This is an optimization exercise on Yosys and OpenROAD, whose aim is small area and a short achievable clock period, not a production implementation. No functional check of the RTL was part of any run shown here. Power and IR drop assume default switching activity.

### design.v
package mips_pkg;
  localparam int WORD_W     = 32;
  localparam int REG_ADDR_W = 5;
  localparam int PC_W       = 30;   
  localparam logic [REG_ADDR_W-1:0] LINK_REG = 5'd31;
  typedef enum logic [5:0] {
    OP_RTYPE  = 6'b000000,
    OP_REGIMM = 6'b000001,   
    OP_J      = 6'b000010,
    OP_JAL    = 6'b000011,
    OP_BEQ    = 6'b000100,
    OP_BNE    = 6'b000101,
    OP_BLEZ   = 6'b000110,
    OP_BGTZ   = 6'b000111,
    OP_ADDI   = 6'b001000,
    OP_ADDIU  = 6'b001001,
    OP_SLTI   = 6'b001010,
    OP_SLTIU  = 6'b001011,
    OP_ANDI   = 6'b001100,
    OP_ORI    = 6'b001101,
    OP_XORI   = 6'b001110,
    OP_LUI    = 6'b001111
  } opcode_e;
  typedef enum logic [5:0] {
    FN_SLL  = 6'b000000,
    FN_SRL  = 6'b000010,
    FN_SRA  = 6'b000011,
    FN_SLLV = 6'b000100,
    FN_SRLV = 6'b000110,
    FN_SRAV = 6'b000111,
    FN_JR   = 6'b001000,
    FN_JALR = 6'b001001,
    FN_ADD  = 6'b100000,
    FN_ADDU = 6'b100001,
    FN_SUB  = 6'b100010,
    FN_SUBU = 6'b100011,
    FN_AND  = 6'b100100,
    FN_OR   = 6'b100101,
    FN_XOR  = 6'b100110,
    FN_NOR  = 6'b100111,
    FN_SLT  = 6'b101010,
    FN_SLTU = 6'b101011
  } func_e;
  typedef enum logic [3:0] {
    ALU_ADD, ALU_SUB, ALU_SLL, ALU_SRL, ALU_SRA, ALU_AND,
    ALU_OR, ALU_XOR, ALU_NOR, ALU_SLT, ALU_SLTU, ALU_LUI
  } alu_mode_e;
  typedef enum logic [3:0] {
    BR_NONE, BR_BEQ, BR_BNE, BR_BLEZ, BR_BGTZ, BR_BLTZ,
    BR_BGEZ, BR_J, BR_JAL, BR_JR, BR_JALR
  } branch_e;
  typedef enum logic [3:0] {
    EXC_RI = 4'd10,
    EXC_OV = 4'd12
  } excode_e;
endpackage
`timescale 1ns/1ns
import mips_pkg::*;
module mips_field_decode
(
  input  logic [WORD_W-1:0]     instr,
  output logic                  imm_op,      
  output logic                  imm_sext,    
  output logic                  sub,         
  output logic                  sh_var,      
  output logic                  sh_left,
  output logic                  sh_arith,
  output logic [1:0]            lop,         
  output logic                  sel_sum,
  output logic                  sel_logic,
  output logic                  sel_less,
  output logic                  less_uns,
  output logic                  sel_sll,
  output logic                  sel_sr,
  output logic                  sel_lui,
  output logic                  sel_link,
  output logic                  br_r,        
  output logic                  br_regimm,   
  output logic                  br_j,        
  output logic                  br_eq,       
  output logic                  br_lez,      
  output logic                  br_inv,      
  output logic                  br_target,   
  output logic                  tgt_jr,
  output logic                  tgt_j,
  output logic                  writes_reg,
  output logic [REG_ADDR_W-1:0] waddr,
  output logic                  checks_ov,
  output logic                  reserved
);
  logic [5:0] op;
  logic [5:0] fn;
  logic [4:0] f_rt;
  logic [4:0] f_rd;
  logic       op_lo0;    
  logic       r_t;       
  logic       i_t;       
  logic       jal;
  logic       fn_ok;
  logic       wr;
  assign op   = instr[31:26];
  assign fn   = instr[5:0];
  assign f_rt = instr[20:16];
  assign f_rd = instr[15:11];
  assign op_lo0 = (op[3:0] == 4'b0000);
  assign r_t    = op_lo0;
  assign i_t    = op[3];
  assign jal    = (op[3:0] == 4'b0011);
  always_comb
  begin
    case (fn)
      6'h00, 6'h02, 6'h03, 6'h04, 6'h06, 6'h07, 6'h08, 6'h09,
      6'h20, 6'h21, 6'h22, 6'h23, 6'h24, 6'h25, 6'h26, 6'h27,
      6'h2a, 6'h2b: fn_ok = 1'b1;
      default:      fn_ok = 1'b0;
    endcase
  end
  always_comb
  begin
    reserved = 1'b0;
    if (op[5:4] != 2'b00)
      reserved = 1'b1;
    else if (op[3:0] == 4'b0000)
      reserved = ~fn_ok;
    else if (op[3:0] == 4'b0001)
      reserved = (f_rt[4:1] != 4'b0000);
  end
  assign imm_op   = i_t;
  assign imm_sext = ~op[2];
  assign sub      = i_t ? op[1] : (fn[1] & ~op[2]);
  assign sh_var   = fn[2];
  assign sh_left  = ~fn[1];
  assign sh_arith = fn[0];
  assign lop      = i_t ? op[1:0] : fn[1:0];
  assign sel_sum   = (r_t & fn[5] & ~fn[3] & ~fn[2]) | (i_t & ~op[2] & ~op[1]);
  assign sel_logic = (r_t & fn[5] & ~fn[3] & fn[2]) | (i_t & op[2] & ~(op[1] & op[0]));
  assign sel_less  = (r_t & fn[5] & fn[3]) | (i_t & ~op[2] & op[1]);
  assign less_uns  = i_t ? op[0] : fn[0];
  assign sel_sll   = r_t & ~fn[5] & ~fn[3] & ~fn[1];
  assign sel_sr    = r_t & ~fn[5] & ~fn[3] & fn[1];
  assign sel_lui   = i_t & (op[2:0] == 3'b111);
  assign sel_link  = (r_t & ~fn[5] & fn[3]) | jal;
  assign br_r      = r_t & ~fn[5] & fn[3];
  assign br_regimm = (op[3:0] == 4'b0001);
  assign br_j      = (op[3:1] == 3'b001);
  assign br_eq     = (op[3:1] == 3'b010);
  assign br_lez    = (op[3:1] == 3'b011);
  assign br_inv    = br_regimm ? f_rt[0] : op[0];
  assign br_target = (op[5:3] == 3'b000) &
                     ((op[2:0] == 3'b000) ? (fn[5:1] == 5'b00100) :
                      (op[2:0] == 3'b001) ? (f_rt[4:1] == 4'b0000) : 1'b1);
  assign tgt_jr    = ~op[2] & ~op[1] & ~op[0];
  assign tgt_j     = ~op[2] & op[1];
  assign wr         = (r_t & ~(~fn[5] & fn[3] & ~fn[0])) | i_t | jal;
  assign waddr      = op[3] ? f_rt : (f_rd | {5{op[0]}});
  assign writes_reg = wr & (waddr != 5'd0);
  assign checks_ov  = (r_t & fn[5] & ~fn[3] & ~fn[2] & ~fn[0]) |
                      (op[3] & ~op[2] & ~op[1] & ~op[0]);
endmodule
`timescale 1ns/1ns
import mips_pkg::*;
module mips_alu
#(
  parameter int ADDER = 0    
)
(
  input  logic [WORD_W-1:0] rs_data,
  input  logic [WORD_W-1:0] rt_data,
  input  logic [15:0]       imm,
  input  logic [4:0]        sa,
  input  logic              imm_op,
  input  logic              imm_sext,
  input  logic              sub,
  input  logic              sh_var,
  input  logic              sh_left,
  input  logic              sh_arith,
  input  logic [1:0]        lop,
  input  logic              sel_sum,
  input  logic              sel_logic,
  input  logic              sel_less,
  input  logic              less_uns,
  input  logic              sel_sll,
  input  logic              sel_sr,
  input  logic              sel_lui,
  output logic [WORD_W-1:0] result0,
  output logic [WORD_W-1:0] result1,
  output logic              overflow0,
  output logic              overflow1,
  output logic              carry16,
  output logic              equal
);
  localparam int N = WORD_W;
  logic [N-1:0] a;
  logic [N-1:0] b;
  logic [N-1:0] bx;
  logic [N-1:0] p;
  logic [N-1:0] g;
  logic [N-1:0] logic_r;
  assign a = rs_data;
  assign b = imm_op ? {{16{imm_sext & imm[15]}}, imm} : rt_data;
  assign bx = b ^ {N{sub}};
  assign p  = a ^ bx;
  assign g  = a & bx;
  localparam int H = N / 2;
  logic [H-1:0] gl;
  logic [H-1:0] gu;
  logic [H-1:0] pu;
  logic [N-1:0] c0;      
  logic [N-1:0] c1;      
  logic         cout0;
  logic         cout1;
  logic [N-1:0] sum0;
  logic [N-1:0] sum1;
  logic         less0;
  logic         less1;
  mips_prefix #(.W(H), .ARCH(ADDER)) i_prefix_lo (
    .g  ({g[H-1:1], g[0] | (p[0] & sub)}),
    .p  (p[H-1:0]),
    .gc (gl),
    .pc ()
  );
  mips_prefix #(.W(H), .ARCH(ADDER)) i_prefix_hi (
    .g  (g[N-1:H]),
    .p  (p[N-1:H]),
    .gc (gu),
    .pc (pu)
  );
  assign carry16 = gl[H-1];
  assign c0    = {gu[H-2:0],          1'b0, gl[H-2:0], sub};
  assign c1    = {gu[H-2:0] | pu[H-2:0], 1'b1, gl[H-2:0], sub};
  assign cout0 = gu[H-1];
  assign cout1 = gu[H-1] | pu[H-1];
  assign sum0  = p ^ c0;
  assign sum1  = p ^ c1;
  assign overflow0 = ~p[N-1] & (a[N-1] ^ c0[N-1]);
  assign overflow1 = ~p[N-1] & (a[N-1] ^ c1[N-1]);
  assign less0 = less_uns ? ~cout0 : (p[N-1] ^ cout0);
  assign less1 = less_uns ? ~cout1 : (p[N-1] ^ cout1);
  assign equal = ~|p;
  logic lg_g;
  logic lg_o;
  logic lg_x;
  logic lg_n;
  assign lg_g = sel_logic & (lop == 2'b00);
  assign lg_o = sel_logic & (lop == 2'b01);
  assign lg_x = sel_logic & (lop == 2'b10);
  assign lg_n = sel_logic & (lop == 2'b11);
  assign logic_r = ({N{lg_g}} & g) | ({N{lg_o}} & (p | g)) | ({N{lg_x}} & ~p)
                 | ({N{lg_n}} & ~(a | b));
  logic [4:0]   shamt;
  logic [N-1:0] sh_in;
  logic [N-1:0] sh_out;
  logic         fill;
  assign shamt = sh_var ? rs_data[4:0] : sa;
  assign fill  = sh_arith & rt_data[N-1];
  always_comb
  begin
    for (int i = 0; i < N; i++)
      sh_in[i] = sh_left ? rt_data[N-1-i] : rt_data[i];
  end
  logic [N-1:0] s1, s2, s3, s4;
  assign s1     = shamt[4] ? {{16{fill}}, sh_in[N-1:16]} : sh_in;
  assign s2     = shamt[3] ? {{8{fill}},  s1[N-1:8]}     : s1;
  assign s3     = shamt[2] ? {{4{fill}},  s2[N-1:4]}     : s2;
  assign s4     = shamt[1] ? {{2{fill}},  s3[N-1:2]}     : s3;
  assign sh_out = shamt[0] ? {fill,       s4[N-1:1]}     : s4;
  logic [N-1:0] sh_rev;
  always_comb
  begin
    for (int i = 0; i < N; i++)
      sh_rev[i] = sh_out[N-1-i];
  end
  logic [N-1:0] other;
  assign other = logic_r
               | ({N{sel_sll}} & sh_rev)
               | ({N{sel_sr}}  & sh_out)
               | ({N{sel_lui}} & {imm, 16'h0000});
  assign result0 = other | ({N{sel_sum}} & sum0) | ({N{sel_less}} & {{(N-1){1'b0}}, less0});
  assign result1 = other | ({N{sel_sum}} & sum1) | ({N{sel_less}} & {{(N-1){1'b0}}, less1});
endmodule
module mips_prefix
#(
  parameter int W    = 32,
  parameter int ARCH = 0    
)
(
  input  logic [W-1:0] g,
  input  logic [W-1:0] p,
  output logic [W-1:0] gc,
  output logic [W-1:0] pc    
);
  localparam int LG = (W <= 2) ? 1 : (W <= 4) ? 2 : (W <= 8) ? 3 : (W <= 16) ? 4 : (W <= 32) ? 5 : 6;
  generate
    if (ARCH == 3)
    begin : g_rip
      logic [W-1:0] r;
      assign r[0] = g[0];
      for (genvar i = 1; i < W; i++)
      begin : g_bit
        assign r[i] = g[i] | (p[i] & r[i-1]);
      end
      assign gc = r;
      assign pc = '0;
    end
    else if (ARCH == 1)
    begin : g_bk
      logic [W-1:0] gu [0:LG];
      logic [W-1:0] pu [0:LG];
      logic [W-1:0] gd [0:LG];
      assign gu[0] = g;
      assign pu[0] = p;
      for (genvar l = 0; l < LG; l++)
      begin : g_up
        for (genvar i = 0; i < W; i++)
        begin : g_bit
          if (((i + 1) % (2 << l)) == 0)
          begin : g_op
            assign gu[l+1][i] = gu[l][i] | (pu[l][i] & gu[l][i - (1 << l)]);
            assign pu[l+1][i] = pu[l][i] & pu[l][i - (1 << l)];
          end
          else
          begin : g_cp
            assign gu[l+1][i] = gu[l][i];
            assign pu[l+1][i] = pu[l][i];
          end
        end
      end
      assign gd[0] = gu[LG];
      for (genvar k = 0; k < LG - 1; k++)
      begin : g_dn
        localparam int L = LG - 2 - k;
        for (genvar i = 0; i < W; i++)
        begin : g_bit
          if ((i >= (3 << L) - 1) && (((i + 1 - (1 << L)) % (2 << L)) == 0))
          begin : g_op
            assign gd[k+1][i] = gd[k][i] | (pu[LG][i] & gd[k][i - (1 << L)]);
          end
          else
          begin : g_cp
            assign gd[k+1][i] = gd[k][i];
          end
        end
      end
      assign gc = gd[LG-1];
      assign pc = '0;
    end
    else
    begin : g_log
      logic [W-1:0] gl [0:LG];
      logic [W-1:0] pl [0:LG];
      assign gl[0] = g;
      assign pl[0] = p;
      for (genvar l = 0; l < LG; l++)
      begin : g_lvl
        for (genvar i = 0; i < W; i++)
        begin : g_bit
          localparam int J = (ARCH == 0) ? ((i >> l) << l) - 1 : i - (1 << l);
          if ((ARCH == 0) ? (((i >> l) & 1) == 1) : (i >= (1 << l)))
          begin : g_op
            assign gl[l+1][i] = gl[l][i] | (pl[l][i] & gl[l][J]);
            assign pl[l+1][i] = pl[l][i] & pl[l][J];
          end
          else
          begin : g_cp
            assign gl[l+1][i] = gl[l][i];
            assign pl[l+1][i] = pl[l][i];
          end
        end
      end
      assign gc = gl[LG];
      assign pc = pl[LG];
    end
  endgenerate
endmodule
`timescale 1ns/1ns
import mips_pkg::*;
module mips_branch_unit
#(
  parameter int ADDER = 1
)
(
  input  logic [WORD_W-1:0] rs_data,
  input  logic              equal,
  input  logic [15:0]       branch_offset,
  input  logic [25:0]       jump_index,
  input  logic [PC_W-1:0]   pc_crnt,
  input  logic [PC_W-1:0]   pc_next,
  input  logic              br_r,
  input  logic              br_regimm,
  input  logic              br_j,
  input  logic              br_eq,
  input  logic              br_lez,
  input  logic              br_inv,
  input  logic              br_target,
  input  logic              tgt_jr,
  input  logic              tgt_j,
  output logic              taken,
  output logic [PC_W-1:0]   pc_wdata    
);
  logic            rs_neg;
  logic            rs_zero;
  logic [PC_W-1:0] bta;
  logic [PC_W-1:0] target;
  assign rs_neg  = rs_data[WORD_W-1];
  assign rs_zero = ~|rs_data;
  assign taken = br_r | br_j
               | (br_regimm & (rs_neg ^ br_inv))
               | (br_eq     & (equal ^ br_inv))
               | (br_lez    & ((rs_neg | rs_zero) ^ br_inv));
  logic [16:0]      lo;
  logic             up_step;
  logic [PC_W-17:0] q;
  logic [PC_W-17:0] run;
  logic [15:0]      lg;
  logic [15:0]      lp;
  logic [15:0]      lc;
  assign lg = pc_next[15:0] & branch_offset;
  assign lp = pc_next[15:0] ^ branch_offset;
  mips_prefix #(.W(16), .ARCH(ADDER)) i_prefix (
    .g  (lg),
    .p  (lp),
    .gc (lc),
    .pc ()
  );
  assign lo      = {lc[15], lp ^ {lc[14:0], 1'b0}};
  assign up_step = lo[16] ^ branch_offset[15];
  assign q       = pc_next[PC_W-1:16] ^ {(PC_W-16){branch_offset[15]}};
  mips_prefix #(.W(PC_W-16), .ARCH(0)) i_run (
    .g  ({{(PC_W-17){1'b0}}, up_step}),
    .p  ({q[PC_W-18:0], 1'b0}),
    .gc (run),
    .pc ()
  );
  assign bta = {pc_next[PC_W-1:16] ^ run, lo[15:0]};
  assign target = tgt_jr ? rs_data[WORD_W-1:2]
                : tgt_j  ? {pc_crnt[PC_W-1:PC_W-4], jump_index}
                :          bta;
  assign pc_wdata = br_target ? target : PC_W'(32'h2000_0000);
endmodule
`timescale 1ns/1ns
import mips_pkg::*;
module mips_commit
#(
  parameter bit MERGE_EPC = 1'b1
)
(
  input  logic                  clk,
  input  logic                  rst_n,
  input  logic                  instr_valid,
  input  logic                  writes_reg,
  input  logic [REG_ADDR_W-1:0] waddr,
  input  logic                  checks_ov,
  input  logic                  reserved,
  input  logic                  link,        
  input  logic [WORD_W-1:0]     alu_result0,
  input  logic [WORD_W-1:0]     alu_result1,
  input  logic                  overflow0,
  input  logic                  overflow1,
  input  logic                  carry16,     
  input  logic                  taken,
  input  logic [PC_W-1:0]       pc_wdata,
  input  logic [PC_W-1:0]       pc_crnt,
  input  logic                  cause_bd,
  input  logic                  exl,
  output logic                  greg_wen,
  output logic [REG_ADDR_W-1:0] greg_waddr,
  output logic [WORD_W-1:0]     greg_wdata,
  output logic                  pcreg_wen,
  output logic [PC_W-1:0]       pcreg_wdata,
  output logic                  exception,
  output logic                  cause_wen,
  output logic [3:0]            cause_excode,
  output logic                  epc_wen,
  output logic [WORD_W-1:0]     epc_data
);
  logic            trap;    
  logic            exc;
  logic [PC_W-1:0] epc_word;
  logic [PC_W-1:0] zrun;
  logic            exc_q;
  logic            xwen_q;
  logic [2:1]      excode_q;
  logic            trap0;
  logic            trap1;
  assign trap0 = reserved | (checks_ov & overflow0);
  assign trap1 = reserved | (checks_ov & overflow1);
  assign trap  = carry16 ? trap1 : trap0;
  assign exc  = instr_valid & trap;
  mips_prefix #(.W(PC_W), .ARCH(0)) i_zrun (
    .g  ({{(PC_W-1){1'b0}}, cause_bd & ~(link & ~reserved)}),
    .p  ({~pc_crnt[PC_W-2:0], 1'b0}),
    .gc (zrun)
  );
  assign epc_word = pc_crnt ^ zrun;
  always_ff @(posedge clk)
  begin
    if (!rst_n)
    begin
      greg_wen  <= 1'b0;
      pcreg_wen <= 1'b0;
      exc_q     <= 1'b0;
      xwen_q    <= 1'b0;
    end
    else
    begin
      greg_wen  <= instr_valid & writes_reg & ~trap;
      pcreg_wen <= instr_valid & (trap | taken);
      exc_q     <= exc;
      xwen_q    <= exc & ~exl;   
    end
  end
  assign exception = exc_q;
  assign cause_wen = xwen_q;
  assign epc_wen   = xwen_q;
  always_ff @(posedge clk)
  begin
    greg_waddr  <= waddr;
    pcreg_wdata <= pc_wdata;
    excode_q    <= {~reserved, reserved};
  end
  assign cause_excode = {1'b1, excode_q, 1'b0};
  generate
    if (MERGE_EPC)
    begin : g_merge
      logic [WORD_W-1:0] wdata_q;
      logic [WORD_W-1:0] wdata0;
      logic [WORD_W-1:0] wdata1;
      assign wdata0 = (trap0 | link) ? {epc_word, 2'b00} : alu_result0;
      assign wdata1 = (trap1 | link) ? {epc_word, 2'b00} : alu_result1;
      always_ff @(posedge clk)
        wdata_q <= carry16 ? wdata1 : wdata0;
      assign greg_wdata = wdata_q;
      assign epc_data   = wdata_q;
    end
    else
    begin : g_split
      logic [WORD_W-1:0] wdata_q;
      logic [PC_W-1:0]   epc_q;
      always_ff @(posedge clk)
      begin
        wdata_q <= link ? {pc_crnt, 2'b00} : (carry16 ? alu_result1 : alu_result0);
        epc_q   <= epc_word;
      end
      assign greg_wdata = wdata_q;
      assign epc_data   = {epc_q, 2'b00};
    end
  endgenerate
endmodule
`timescale 1ns/1ns
import mips_pkg::*;
module mips_exec_stage
#(
  parameter logic [31:0] EXCEPT_VEC = 32'h8000_0000
)
(
  input  logic                  clk,
  input  logic                  rst_n,
  input  logic                  instr_valid,
  input  logic [WORD_W-1:0]     instr,
  input  logic [WORD_W-1:0]     rs_data,
  input  logic [WORD_W-1:0]     rt_data,
  input  logic [PC_W-1:0]       pc_crnt,
  input  logic [PC_W-1:0]       pc_next,
  input  logic                  cause_bd,
  input  logic                  exl,
  output logic                  greg_wen,
  output logic [REG_ADDR_W-1:0] greg_waddr,
  output logic [WORD_W-1:0]     greg_wdata,
  output logic                  pcreg_wen,
  output logic [PC_W-1:0]       pcreg_wdata,
  output logic                  exception,
  output logic                  cause_wen,
  output logic [3:0]            cause_excode,
  output logic                  epc_wen,
  output logic [WORD_W-1:0]     epc_data
);
  logic                  imm_op;
  logic                  imm_sext;
  logic                  sub;
  logic                  sh_var;
  logic                  sh_left;
  logic                  sh_arith;
  logic [1:0]            lop;
  logic                  sel_sum;
  logic                  sel_logic;
  logic                  sel_less;
  logic                  less_uns;
  logic                  sel_sll;
  logic                  sel_sr;
  logic                  sel_lui;
  logic                  sel_link;
  logic                  br_r;
  logic                  br_regimm;
  logic                  br_j;
  logic                  br_eq;
  logic                  br_lez;
  logic                  br_inv;
  logic                  br_target;
  logic                  tgt_jr;
  logic                  tgt_j;
  logic                  writes_reg;
  logic [REG_ADDR_W-1:0] waddr;
  logic                  checks_ov;
  logic                  reserved;
  logic [WORD_W-1:0]     alu_result0;
  logic [WORD_W-1:0]     alu_result1;
  logic                  overflow0;
  logic                  overflow1;
  logic                  carry16;
  logic                  equal;
  logic                  taken;
  logic [PC_W-1:0]       pc_wdata;
  mips_field_decode i_decode (
    .instr      (instr),
    .imm_op     (imm_op),
    .imm_sext   (imm_sext),
    .sub        (sub),
    .sh_var     (sh_var),
    .sh_left    (sh_left),
    .sh_arith   (sh_arith),
    .lop        (lop),
    .sel_sum    (sel_sum),
    .sel_logic  (sel_logic),
    .sel_less   (sel_less),
    .less_uns   (less_uns),
    .sel_sll    (sel_sll),
    .sel_sr     (sel_sr),
    .sel_lui    (sel_lui),
    .sel_link   (sel_link),
    .br_r       (br_r),
    .br_regimm  (br_regimm),
    .br_j       (br_j),
    .br_eq      (br_eq),
    .br_lez     (br_lez),
    .br_inv     (br_inv),
    .br_target  (br_target),
    .tgt_jr     (tgt_jr),
    .tgt_j      (tgt_j),
    .writes_reg (writes_reg),
    .waddr      (waddr),
    .checks_ov  (checks_ov),
    .reserved   (reserved)
  );
  mips_alu i_alu (
    .rs_data   (rs_data),
    .rt_data   (rt_data),
    .imm       (instr[15:0]),
    .sa        (instr[10:6]),
    .imm_op    (imm_op),
    .imm_sext  (imm_sext),
    .sub       (sub),
    .sh_var    (sh_var),
    .sh_left   (sh_left),
    .sh_arith  (sh_arith),
    .lop       (lop),
    .sel_sum   (sel_sum),
    .sel_logic (sel_logic),
    .sel_less  (sel_less),
    .less_uns  (less_uns),
    .sel_sll   (sel_sll),
    .sel_sr    (sel_sr),
    .sel_lui   (sel_lui),
    .result0   (alu_result0),
    .result1   (alu_result1),
    .overflow0 (overflow0),
    .overflow1 (overflow1),
    .carry16   (carry16),
    .equal     (equal)
  );
  mips_branch_unit i_branch (
    .rs_data       (rs_data),
    .equal         (equal),
    .branch_offset (instr[15:0]),
    .jump_index    (instr[25:0]),   
    .pc_crnt       (pc_crnt),
    .pc_next       (pc_next),
    .br_r          (br_r),
    .br_regimm     (br_regimm),
    .br_j          (br_j),
    .br_eq         (br_eq),
    .br_lez        (br_lez),
    .br_inv        (br_inv),
    .br_target     (br_target),
    .tgt_jr        (tgt_jr),
    .tgt_j         (tgt_j),
    .taken         (taken),
    .pc_wdata      (pc_wdata)
  );
  mips_commit i_commit (
    .clk          (clk),
    .rst_n        (rst_n),
    .instr_valid  (instr_valid),
    .writes_reg   (writes_reg),
    .waddr        (waddr),
    .checks_ov    (checks_ov),
    .reserved     (reserved),
    .link         (sel_link),
    .alu_result0  (alu_result0),
    .alu_result1  (alu_result1),
    .overflow0    (overflow0),
    .overflow1    (overflow1),
    .carry16      (carry16),
    .taken        (taken),
    .pc_wdata     (pc_wdata),
    .pc_crnt      (pc_crnt),
    .cause_bd     (cause_bd),
    .exl          (exl),
    .greg_wen     (greg_wen),
    .greg_waddr   (greg_waddr),
    .greg_wdata   (greg_wdata),
    .pcreg_wen    (pcreg_wen),
    .pcreg_wdata  (pcreg_wdata),
    .exception    (exception),
    .cause_wen    (cause_wen),
    .cause_excode (cause_excode),
    .epc_wen      (epc_wen),
    .epc_data     (epc_data)
  );
endmodule
### flow/run.sh
#!/bin/bash
set -e
echo "export BUFFER_PORTS_ARGS = -buffer_cell sky130_fd_sc_hd__buf_1" >> config.mk
export BUFFER_PORTS_ARGS="-buffer_cell sky130_fd_sc_hd__buf_1"
bash standard.sh > standard.log 2>&1
### standard.sh
#!/bin/bash
# synth_recipe.tcl (not shown) runs the flow's synth.tcl, then flattens the netlist and writes it again
# the make line also repeats each setting of config.mk as NAME=value (left out here)
make -C /OpenROAD-flow-scripts/flow DESIGN_CONFIG=/design/flow/config.mk WORK_HOME=/design/flow/orfs CLKGATE_MAP_FILE= SYNTH_SCRIPT=/design/flow/synth_recipe.tcl "${@:-finish}"
### config.mk
export PLATFORM = sky130hd
export DESIGN_NAME = mips_exec_stage
export DESIGN_NICKNAME = mips_exec_stage
export VERILOG_FILES = /design/flow/design.v
export SDC_FILE = /design/flow/constraint.sdc
export NUM_CORES = 4
export LEC_CHECK = 0
export CAP_MARGIN = 20
export CORE_MARGIN = 2
export CORE_UTILIZATION = 50
export SETUP_SLACK_MARGIN = 3.5
export SLEW_MARGIN = 20
export BUFFER_PORTS_ARGS = -buffer_cell sky130_fd_sc_hd__buf_1
### constraint.sdc
create_clock -name core_clock -period 8.0 [get_ports {clk}]
set_input_delay 1.6000 -clock core_clock [delete_from_list [all_inputs] [get_ports {clk}]]
set_output_delay 1.6000 -clock core_clock [all_outputs]
set_load 0.01 [all_outputs]
==> results of run 1 <==
[registers in the layout, summed over array words and instances, names as in the netlist]
name                      cells
i_commit.g_merge.wdata_q     32
i_commit.pcreg_wdata         30
i_commit.greg_waddr           5
i_commit.excode_q             2
i_commit.exc_q                1
i_commit.greg_wen             1
i_commit.pcreg_wen            1
i_commit.xwen_q               1
[metrics by stage]
step	cell area [sq um]	setup WS, ps	utilization [%]	hold slack, ps
6_report	16100	2960	68.0	1410
5_1_grt	16100	2990	68.0	1430
4_1_cts	15300	3280	64.6	1400
3_5_place_dp	13100	1430	55.4	1770
3_3_place_gp	13100	1480	55.4	1760
2_1_floorplan	12400	2870	-	1680
[layer usage]
layer,part of all wire [%],GRT usage [%]
met2,43,66.1
met4,7.3,22.4
met5,0,0
met3,12,8.23
met1,38,55.9
[cell families (layout without fill, tap and decap cells)]
| kind of cell | Yosys count | count (layout) | share of synthesized area, % |
|---|---|---|---|
| compound gates | 525 | 526 | 30.0 |
| simple gates | 485 | 489 | 18.8 |
| buf+inv | 236 | 536 | 9.48 |
| mux | 115 | 116 | 11.2 |
| fa+ha+maj | 100 | 100 | 11.3 |
| xor+xnor | 97 | 97 | 7.01 |
| flops | 73 | 73 | 12.1 |
| other cells | 2 | 2 | 0.0620 |
[placed cells by master (no fill, tap or decap), types with 57 or more instances in the layout]
master	Yosys	final
buf_1	4	257
mux2i_1	74	64
a21oi_1	104	89
dfxtp_1	73	73
ha_1	84	57
buf_4	44	123
nor2_1	137	127
inv_1	89	86
o21ai_0	101	67
nand2_1	161	156
xnor2_1	77	62
[critical path, stage by stage]
cell	delay [ps]
buf_1	80
buf_6	110
buf_12	100
buf_4	170
nand2_1	190
a32oi_2	710
nor2_1	370
buf_4	300
and3_1	210
a221oi_1	420
o221ai_1	440
nor3_1	260
a2bb2o_1	300
[cell type report]
type / count / area, sq um / share of cell area (%)
Inverter: 91 / 345 / 2.15
Timing Repair Buffer: 429 / 2650 / 16.5
Sequential cell: 73 / 1460 / 9.10
Clock buffer: 11 / 253 / 1.57
Clock inverter: 5 / 62.6 / 0.389
Tap cell: 319 / 399 / 2.48
Multi-Input combinational cell: 1330 / 10900 / 67.8
[path summary, 6_finish.rpt]
path | endpoint | cells past startpoint
min | i_commit.xwen_q$_SDFF_PN0_ | 2
max | i_commit.g_merge.wdata_q[23]$_DFF_P_ | 13
[repair_timing]
| item | CTS | global route |
|---|---|---|
| setup endpoints to repair | 43 | 42 |
| gates resized for setup | 206 | 83 |
| pin swaps | 65 | 83 |
| buffers inserted | 83 | 49 |
| cloned | 12 | 2 |
[where the power goes]
| part | total, W | leakage (nW) | internal, W | switching [W] |
|---|---|---|---|---|
| registers | 0.000421 | 0.605 | 0.000403 | 0.0000178 |
| clock network | 0.000450 | 0.148 | 0.000261 | 0.000189 |
| logic | 0.00155 | 5.54 | 0.000623 | 0.000922 |
==> out/results.ini, run 1 <==
[synth]
ys.flop_type=dfxtp_1
syn_inst=1633
synth_cell_type_count=98
ys_ff_latch=73
ys_async_sr_fraction_pct=0
synth.top_cell.area_share_pct=12.1
synth_top_area_cell=dfxtp_1
synth.top_cells.by_count=nand2_1 (161), nor2_1 (137), a21oi_1 (104)
synth.avg_cell_area_sq_um=7.42
syn-num-nets=1894
synth.area.top_cells=dfxtp_1 (12%), ha_1 (8.7%), mux2i_1 (6.1%)
syn_area_sq_um=12100
synth.most_common_cell=nand2_1
seq_area_frac_synth_pct=12.1
synth_edf_count=0
yosys_warnings=16

[sta]
period_minus_slack_ps=5040
fmax_mhz=198
tns_ps=0
hold_viol=0
worstMarginPinSlew_ps=1030
slew_headroom_pct=31.0
fin_crit_sh_pct=63.0
setup-violations-final=0
rsz0062_at_grt=true
slew_violations=0

[worst_setup_path]
cp-start-kind=input port
arrival_ps=5300
critPathMaxFanout=12
cp-startpoint=instr[26]
criticalPathCategory=input port to flip-flop
end_kind=flip-flop
worstPathRequired_ps=8250

[route]
ant_nets=0
first_pass_iters=6
drtIter0Drc=1949
vias=15200
drc=0
drt-total-wl_mm=58.5
vias_per_cell=6.74
wl_per_cell_um=25.9

[floorplanning]
die_y_um=160
coreArea_sq_um=23600
ioPinCount=269
fp.dieW_um=160
rows=56
die_area_sq_um=25500
start_util_pct=51.3

[global_routing]
antenna_found_initial=0
grt_pass1_wl_mm=84.0
grt_usage_pct=42.6
grt-ovfl-total=0
grt_max_degree=50
first_global_vias=13800

[layout]
antenna_cells=0
drive_gt1_share_pct=22.7
area_delta_synth_final_pct=32.6
instances_no_fill=2258
nets=2195
fillCellCount=2007

[place]
port_buffers=266
gp_congestion=1.03
dp_hpwl_mm=41.1
dp.cells=2096

[power]
leakagePower_nw=6.30
power_w=0.00242
irDropWorstVdd_uv=98.4
power.density_nw_per_um2=150

[clock_network]
cts_buffers=9
clock-root-buffer=clkbuf_16
ctsHoldBuffers=0
cts_sinks=73
clockBufferDepth=2
cts.clk_slew.worst_paths_ps=70
h-tree-depth=3
tritoncts=done

[flow_run]
drv_cap=0

[run_status]
status=finished clean

[hold_path]
hold_start=exl
hold_path.class=input port to flip-flop

==> run 2, diff against run 1 <==
--- a/config.mk
+++ b/config.mk
@@ -8,6 +8,6 @@
 export CAP_MARGIN = 20
 export CORE_MARGIN = 2
 export CORE_UTILIZATION = 50
-export SETUP_SLACK_MARGIN = 3.5
+export SETUP_SLACK_MARGIN = 3.0
 export SLEW_MARGIN = 20
 export BUFFER_PORTS_ARGS = -buffer_cell sky130_fd_sc_hd__buf_1
==> run 2 against run 1 <==
  * Count of clock-buffer cells in the layout grew 1
  * Design area shrank 10%
  * Still clean
  * Sequential power hardly changed
  * Non-clock buffer count down 87
  * Global-route usage fell by 2.2 points
  * Hold slack lost 9.7 ps
  * Critical path type unchanged
  * Synthesized cell count stayed put
  * Sequential share of layout area increased by 1.0 points
  * Combinational power is 15% lower
==> out/results.ini, run 2 <==
[worst_setup_path]
arrival_ps=5260  ; was 5300 ps
crit_end=i_commit.g_merge.wdata_q[31]$_DFF_P_  ; was i_commit.g_merge.wdata_q[23]$_DFF_P_
worstPathRequired_ps=8280  ; was 8250 ps
criticalPathCategory=input port to flip-flop  ; unchanged
cp-start-kind=input port  ; unchanged
cp-startpoint=instr[29]  ; was instr[26]
critPathMaxFanout=23  ; was 12
end_kind=flip-flop  ; unchanged

[floorplanning]
die_area_sq_um=25500  ; unchanged
ioPinCount=269  ; unchanged
rows=56  ; unchanged
fp.dieW_um=160  ; unchanged
die_y_um=160  ; unchanged
coreArea_sq_um=23600  ; unchanged
start_util_pct=51.3  ; unchanged

[power]
power_frac_seq_pct=19.2  ; was 17.4%
p_comb_share_pct=59.8  ; was 64.0%
p_switching_w=0.00102  ; was 0.00113 W
p_int_w=0.00117  ; was 0.00129 W
leakagePower_nw=5.64  ; was 6.30 nW
power.density_nw_per_um2=152  ; was 150 nW/um^2
power_w=0.00219  ; was 0.00242 W
pwr-share-clk_pct=21.1  ; was 18.6%
irDropWorstVdd_uv=85.4  ; was 98.4 uV
power.share.switching_pct=46.4  ; was 46.7%

[global_routing]
grt_usage_pct=40.4  ; was 42.6%
grt_pass1_wl_mm=79.4  ; was 84.0 mm
grt-ovfl-total=0  ; unchanged
grt_max_degree=49  ; was 50
antenna_found_initial=1  ; was 0
first_global_vias=13100  ; was 13800

[synth]
synth_compound_area_share_pct=30.0  ; unchanged
synth-simple-area-share_pct=18.8  ; unchanged
synth-xor-area-share_pct=7.01  ; unchanged
ys_ff_latch=73  ; unchanged
ys.flop_type=dfxtp_1  ; unchanged
synth_edf_count=0  ; unchanged
synth_top_family_by_area=compound AO/OA/AOI/OAI gates  ; unchanged
synth_top_area_cell=dfxtp_1  ; unchanged
synth.avg_cell_area_sq_um=7.42  ; unchanged
synthAdderAreaFrac_pct=11.3  ; unchanged
synth.most_common_cell=nand2_1  ; unchanged
seq_area_frac_synth_pct=12.1  ; unchanged
syn_area_sq_um=12100  ; unchanged
ys_async_sr_fraction_pct=0  ; unchanged
synth.top_cells.by_count=nand2_1 (161), nor2_1 (137), a21oi_1 (104)  ; unchanged
synth.area.top_cells=dfxtp_1 (12%), ha_1 (8.7%), mux2i_1 (6.1%)  ; unchanged
synthMuxAreaShare_pct=11.2  ; unchanged
syn-num-nets=1894  ; unchanged
syn_inst=1633  ; unchanged
yosys_warnings=16  ; unchanged
synth.top_cell.area_share_pct=12.1  ; unchanged
synth_cell_type_count=98  ; unchanged

[run_status]
status=finished clean  ; unchanged

[flow_run]
drv_cap=0  ; unchanged

[route]
drt-total-wl_mm=54.9  ; was 58.5 mm
ant_nets=0  ; unchanged
vias=14300  ; was 15200
drc=0  ; unchanged
vias_per_cell=6.60  ; was 6.74
drtIter0Drc=1825  ; was 1949
wl_per_cell_um=25.3  ; was 25.9 um
first_pass_iters=8  ; was 6

[sta]
setup-violations-final=0  ; unchanged
rsz0062_at_grt=true  ; unchanged
hold_viol=0  ; unchanged
fmax_mhz=201  ; was 198 MHz
worstMarginPinSlew_ps=1070  ; was 1030 ps
slew_violations=0  ; unchanged
tns_ps=0  ; unchanged
period_minus_slack_ps=4990  ; was 5040 ps
slew_headroom_pct=28.7  ; was 31.0%
fin_crit_sh_pct=62.3  ; was 63.0%

[layout]
top_regs=i_commit.g_merge.wdata_q x32, i_commit.pcreg_wdata x30, i_commit.greg_waddr x5  ; unchanged
final_area_sq_um=14400  ; was 16100 sq um
fillCellCount=2176  ; was 2007
drive_gt1_share_pct=14.2  ; was 22.7%
area_delta_synth_final_pct=19.2  ; was 32.6%
largest_reg_flops=32  ; unchanged
final_common_cell=buf_1  ; unchanged
nets=2105  ; was 2195
regMostFlops=i_commit.g_merge.wdata_q  ; unchanged
final_cell_mix=buf_1 (256), nand2_1 (158), nor2_1 (134), a21oi_1 (100), inv_1 (87)  ; was buf_1 (257), nand2_1 (156), nor2_1 (127), buf_4 (123), a21oi_1 (89)
multiInputGateArea_sq_um=10100  ; was 10900 sq um
seq_area_sq_um=1460  ; unchanged

[clock_network]
cts.clk_slew.worst_paths_ps=70  ; about the same
h-tree-depth=3  ; unchanged
clock-root-buffer=clkbuf_16  ; unchanged
cts_buffers=9  ; unchanged
ctsHoldBuffers=0  ; unchanged
tritoncts=done  ; unchanged
cts_sinks=73  ; unchanged
clockBufferDepth=2  ; unchanged

[place]
port_buffers=266  ; unchanged
dpl_cell_area_sq_um=13100  ; about the same
dp_hpwl_mm=41.2  ; was 41.1 mm
gp_congestion=1.03  ; about the same

[hold_path]
hold_path.class=input port to flip-flop  ; unchanged

-- run 2: cell counts after synthesis --
Identical to the previous run, type by type.
-- run 2: how the worst min path moves through the flow --
stage	to	from	depth (start not counted)	slack, ps
floorplan	i_commit.xwen_q$_SDFF_PN0_	exl	1	1680
global placement	i_commit.xwen_q$_SDFF_PN0_	exl	2	1770
detailed placement	i_commit.xwen_q$_SDFF_PN0_	exl	2	1780
CTS	i_commit.xwen_q$_SDFF_PN0_	exl	2	1410
global route	i_commit.xwen_q$_SDFF_PN0_	exl	2	1410
finish	i_commit.xwen_q$_SDFF_PN0_	exl	2	1400
-- run 2: power by group through the flow --
stage | sequential (W) | combinational, W | clock, W
global route | 0.000425 | 0.00139 | 0.000472
floorplan | 0.000447 | 0.000802 | 0
finish | 0.000420 | 0.00131 | 0.000461
detailed placement | 0.000428 | 0.00113 | 0
CTS | 0.000420 | 0.00118 | 0.000461
global placement | 0.000428 | 0.00113 | 0
-- run 2: kinds of logic (layout without fill, tap and decap cells) --
kind of cell,count (synthesis),in the layout
adders and majority gates,100,100
xor gates and xnor gates,97,97
other,2,3
DFF,73,73
muxes,115,116
and+or+nand+nor,485,486
AOI/OAI and AO/OA,525,526
buffers and inverters,236,449
-- run 2: routing by layer --
layer	global-route usage [%]	vias to the layer above	part of all wire, %
met1	53.2	6732	40
met4	20.2	0	5.9
met2	61.9	965	43
met5	0	-	0
li1	-	6456	-
met3	9.17	170	11
-- run 2: worst max-delay path, stage by stage --
cell,delay [ps]
buf_12,130
buf_16,180
nor4_4,410
buf_4,190
a32o_1,500
nand3_1,890
o22ai_1,690
a211oi_1,130
o221ai_1,200
a21oi_1,110
a22oi_1,210
-- run 2: area by class of cell --
| class | count | share of cell area [%] |
|---|---|---|
| antenna | 1 | 0.0173 |
| clock buffer | 12 | 1.71 |
| clock inverter | 4 | 0.528 |
| inverter | 91 | 2.39 |
| multi-input combinational | 1327 | 70.2 |
| sequential | 73 | 10.1 |
| tap | 319 | 2.76 |
| timing repair buffer | 342 | 12.2 |
-- run 2: stage by stage --
stage                     hold WS (ps)  instances  setup slack [ps]  util (%)
after floorplan                   1680       1633              2870         -
after global placement            1770       2096              1500      55.3
after detailed placement          1780       2096              1460      55.3
after CTS                         1410       2132              3000      58.6
after global routing              1410       2168              2930      61.2
final                             1400       2169              3010      61.2
-- run 2: timing repair --
action	in CTS	in global routing
resized for setup	58	77
endpoints found under the setup margin	36	36
buffers inserted	18	32
gates cloned	2	4
pin swaps	11	38
==> run 3, diff against run 2 <==
--- a/design.v
+++ b/design.v
@@ -132,13 +132,13 @@
   assign sh_left  = ~fn[1];
   assign sh_arith = fn[0];
   assign lop      = i_t ? op[1:0] : fn[1:0];
-  assign sel_sum   = (r_t & fn[5] & ~fn[3] & ~fn[2]) | (i_t & ~op[2] & ~op[1]);
-  assign sel_logic = (r_t & fn[5] & ~fn[3] & fn[2]) | (i_t & op[2] & ~(op[1] & op[0]));
-  assign sel_less  = (r_t & fn[5] & fn[3]) | (i_t & ~op[2] & op[1]);
+  assign sel_sum   = i_t ? (~op[2] & ~op[1]) : (fn[5] & ~fn[3] & ~fn[2]);
+  assign sel_logic = i_t ? (op[2] & ~(op[1] & op[0])) : (fn[5] & fn[2]);
+  assign sel_less  = i_t ? (~op[2] & op[1]) : (fn[5] & fn[3]);
   assign less_uns  = i_t ? op[0] : fn[0];
-  assign sel_sll   = r_t & ~fn[5] & ~fn[3] & ~fn[1];
-  assign sel_sr    = r_t & ~fn[5] & ~fn[3] & fn[1];
-  assign sel_lui   = i_t & (op[2:0] == 3'b111);
+  assign sel_sll   = ~i_t & ~fn[5] & ~fn[1];
+  assign sel_sr    = ~i_t & ~fn[5] & fn[1];
+  assign sel_lui   = i_t & op[2] & op[1] & op[0];
   assign sel_link  = (r_t & ~fn[5] & fn[3]) | jal;
   assign br_r      = r_t & ~fn[5] & fn[3];
   assign br_regimm = (op[3:0] == 4'b0001);
--- a/config.mk
+++ b/config.mk
@@ -8,6 +8,7 @@
 export CAP_MARGIN = 20
 export CORE_MARGIN = 2
 export CORE_UTILIZATION = 50
+export PLACE_DENSITY = 0.75
 export SETUP_SLACK_MARGIN = 3.0
 export SLEW_MARGIN = 20
 export BUFFER_PORTS_ARGS = -buffer_cell sky130_fd_sc_hd__buf_1
==> run 3 against run 2 <==
  * Combinational power is 11% higher
  * First-iteration DRC count grew 1.3%
  * Total power is 7.2% higher
  * Critical endpoint is now i_commit.g_merge.wdata_q[10]$_DFF_P_
==> out/results.ini, run 3 <==
[synth]
syn-num-nets=1895  ; was 1894
ys.flop_type=dfxtp_1  ; unchanged
ys_ff_latch=73  ; unchanged
synth_cell_type_count=96  ; was 98
synth-simple-area-share_pct=18.7  ; was 18.8%
ys_async_sr_fraction_pct=0  ; unchanged
synth.top_cells.by_count=nand2_1 (160), a21oi_1 (120), nor2_1 (116)  ; was nand2_1 (161), nor2_1 (137), a21oi_1 (104)
synth.most_common_cell=nand2_1  ; unchanged
syn_area_sq_um=12100  ; about the same
synth_top_area_cell=dfxtp_1  ; unchanged
synth.avg_cell_area_sq_um=7.39  ; was 7.42 sq um
seq_area_frac_synth_pct=12.1  ; about the same
synth_top_family_by_area=compound AO/OA/AOI/OAI gates  ; unchanged
synth_compound_area_share_pct=30.2  ; was 30.0%
synthAdderAreaFrac_pct=11.4  ; was 11.3%
yosys_warnings=16  ; unchanged
synth-xor-area-share_pct=6.53  ; was 7.01%
synth.area.top_cells=dfxtp_1 (12%), ha_1 (8.7%), mux2i_1 (7.8%)  ; was dfxtp_1 (12%), ha_1 (8.7%), mux2i_1 (6.1%)
synth_edf_count=0  ; unchanged
syn_inst=1634  ; was 1633
synthMuxAreaShare_pct=12.0  ; was 11.2%
synth.top_cell.area_share_pct=12.1  ; about the same

[global_routing]
grt-ovfl-total=0  ; unchanged
grt_max_degree=45  ; was 49
first_global_vias=13800  ; was 13100
antenna_found_initial=2  ; was 1
grt_usage_pct=42.9  ; was 40.4%
grt_pass1_wl_mm=84.0  ; was 79.4 mm

[route]
vias_per_cell=6.82  ; was 6.60
drtIter0Drc=1848  ; was 1825
first_pass_iters=8  ; unchanged
wl_per_cell_um=26.2  ; was 25.3 um
drt-total-wl_mm=57.3  ; was 54.9 mm
ant_nets=0  ; unchanged
vias=15000  ; was 14300
drc=0  ; unchanged

[worst_setup_path]
critPathMaxFanout=23  ; unchanged
cp-start-kind=input port  ; unchanged
arrival_ps=5300  ; was 5260 ps
worstPathRequired_ps=8290  ; was 8280 ps
criticalPathCategory=input port to flip-flop  ; unchanged
end_kind=flip-flop  ; unchanged

[place]
port_buffers=266  ; unchanged
gp_congestion=1.05  ; was 1.03
dp_hpwl_mm=42.6  ; was 41.2 mm
dpl_cell_area_sq_um=13100  ; about the same

[layout]
drive_gt1_share_pct=17.1  ; was 14.2%
final_cell_mix=buf_1 (252), nand2_1 (159), a21oi_1 (116), nor2_1 (110), inv_1 (85)  ; was buf_1 (256), nand2_1 (158), nor2_1 (134), a21oi_1 (100), inv_1 (87)
fillCellCount=2080  ; was 2176
regMostFlops=i_commit.g_merge.wdata_q  ; unchanged
nets=2128  ; was 2105
top_regs=i_commit.g_merge.wdata_q x32, i_commit.pcreg_wdata x30, i_commit.greg_waddr x5  ; unchanged
area_delta_synth_final_pct=26.3  ; was 19.2%
final_area_sq_um=15300  ; was 14400 sq um
final_common_cell=buf_1  ; unchanged
largest_reg_flops=32  ; unchanged

[sta]
hold_viol=0  ; unchanged
setup-violations-final=0  ; unchanged
rsz0062_at_grt=false  ; was true
tns_ps=0  ; unchanged
slew_headroom_pct=10.9  ; was 28.7%
fin_crit_sh_pct=62.6  ; was 62.3%
fmax_mhz=200  ; was 201 MHz
slew_violations=0  ; unchanged
worstMarginPinSlew_ps=1320  ; was 1070 ps
period_minus_slack_ps=5010  ; was 4990 ps

[flow_run]
drv_cap=0  ; unchanged

[power]
p_comb_share_pct=62.0  ; was 59.8%
power.share.switching_pct=46.7  ; was 46.4%
irDropWorstVdd_uv=103  ; was 85.4 uV
pwr-share-clk_pct=19.8  ; was 21.1%
power.density_nw_per_um2=154  ; was 152 nW/um^2
p_switching_w=0.00110  ; was 0.00102 W
p_int_w=0.00125  ; was 0.00117 W
power_frac_seq_pct=18.1  ; was 19.2%
leakagePower_nw=5.97  ; was 5.64 nW

[floorplanning]
start_util_pct=51.2  ; was 51.3%
coreArea_sq_um=23600  ; unchanged
die_y_um=159  ; was 160 um
ioPinCount=269  ; unchanged
rows=56  ; unchanged
fp.dieW_um=159  ; was 160 um
die_area_sq_um=25400  ; was 25500 sq um

[clock_network]
cts.clk_slew.worst_paths_ps=70  ; about the same
clock-root-buffer=clkbuf_16  ; unchanged
tritoncts=done  ; unchanged
h-tree-depth=3  ; unchanged
cts_sinks=73  ; unchanged
cts_buffers=9  ; unchanged
ctsHoldBuffers=0  ; unchanged
clockBufferDepth=2  ; unchanged

[hold_path]
hold_path.class=input port to flip-flop  ; unchanged

[run_status]
status=finished clean  ; unchanged

## run 3: critical path: stages
cell and delay (ps):
buf_1 260, buf_4 480, nand2_1 140, o22ai_1 810, nand3_1 830, nor2_1 270, a21oi_1 60, o311ai_0 370
a221o_1 270, a211oi_2 60, a21oi_1 140
## run 3: area by class of cell
type / instances / area (sq um) / share of cell area, %
Inverter: 89 / 339 / 2.22
Sequential cell: 73 / 1460 / 9.58
Antenna cell: 1 / 2.50 / 0.0164
Clock inverter: 6 / 90.1 / 0.590
Timing Repair Buffer: 370 / 2190 / 14.3
Clock buffer: 10 / 229 / 1.50
Tap cell: 319 / 399 / 2.62
Multi-Input combinational cell: 1324 / 10600 / 69.2
## run 3: kinds of logic (layout without fill, tap and decap cells)
logic type	after synthesis	in the layout
flip-flops	73	73
AO/OA/AOI/OAI	530	530
XOR/XNOR	90	90
other	2	3
AND/OR/NAND/NOR	476	477
adder cells (fa/ha/maj)	100	100
multiplexers	124	125
buffers and inverters	239	475
## run 3: final timing paths
kind / start / slack (ps) / depth (start not counted) / endpoint
max: instr[2] / 2990 / 11 / i_commit.g_merge.wdata_q[10]$_DFF_P_
min: exl / 1400 / 2 / i_commit.xwen_q$_SDFF_PN0_
## run 3: timing repair
| item | in CTS | in global routing |
|---|---|---|
| gates resized for setup | 97 | 110 |
| endpoints found under the setup margin | 36 | 36 |
| pin swaps | 25 | 45 |
| buffers inserted | 41 | 30 |
| endpoints found under the hold margin | 0 | 0 |
| gates cloned | 7 | 3 |
## run 3: routing by layer
metal / vias to the layer above / wire [um] / GRT usage (%)
li1: 6535 / - / -
met1: 7030 / 22200 / 56.4
met2: 1160 / 24100 / 65.7
met3: 228 / 7420 / 11.6
met4: 0 / 3570 / 19.0
met5: - / 0 / 0
## run 3: metrics by stage
stage               hold WS [ps]  power [W]  setup slack (ps)  std cells  utilization (%)
floorplan                   1670    0.00127              2800       1634                -
global placement            1760    0.00161              1440       2094             55.7
detailed placement          1770    0.00161              1380       2094             55.7
CTS                         1390    0.00218              2990       2158             61.2
global route                1400    0.00244              2960       2191             64.6
finish                      1400    0.00235              2990       2192             64.6
## run 3: power groups by stage
| stage | Clock, W | Sequential (W) | Combinational, W |
|---|---|---|---|
| 6_report | 0.000466 | 0.000425 | 0.00146 |
| 5_1_grt | 0.000479 | 0.000429 | 0.00153 |
| 4_1_cts | 0.000466 | 0.000426 | 0.00129 |
| 3_5_place_dp | 0 | 0.000434 | 0.00118 |
| 3_3_place_gp | 0 | 0.000432 | 0.00118 |
| 2_1_floorplan | 0 | 0.000452 | 0.000822 |

re-timing with driven ports:
The results above use ideal ports. As a check the final layouts listed here were re-extracted and re-timed, cells and wires unchanged.
Step 1 sets driving cells, clkbuf_16 on the clock port and buf_2 on the other inputs (assumed; they add their load-dependent delay and slew).
Step 2 moves the port delays by t, midway between the first and last clock arrival at a register: inputs arrive t later, outputs are due t later. That takes back most of the time a late clock gives input paths.
Three values: ideal ports, drivers, drivers and shift; two values: the first two.
| run | t, ns | setup slack, ns | worst setup path after step 2 |
|---|---|---|---|
| run 1 | 0.402 | 2.956 / 2.984 / 2.582 | input to register |
| run 2 | 0.400 | 3.014 / 3.018 / 2.617 | input to register |
| run 3 | 0.408 | 2.988 / 3.019 / 2.611 | input to register |
After both steps every run listed still meets setup and hold. For run 2, which loses most, drivers alone change the setup slack by +0.004 ns; drivers and shift together by -0.397 ns.
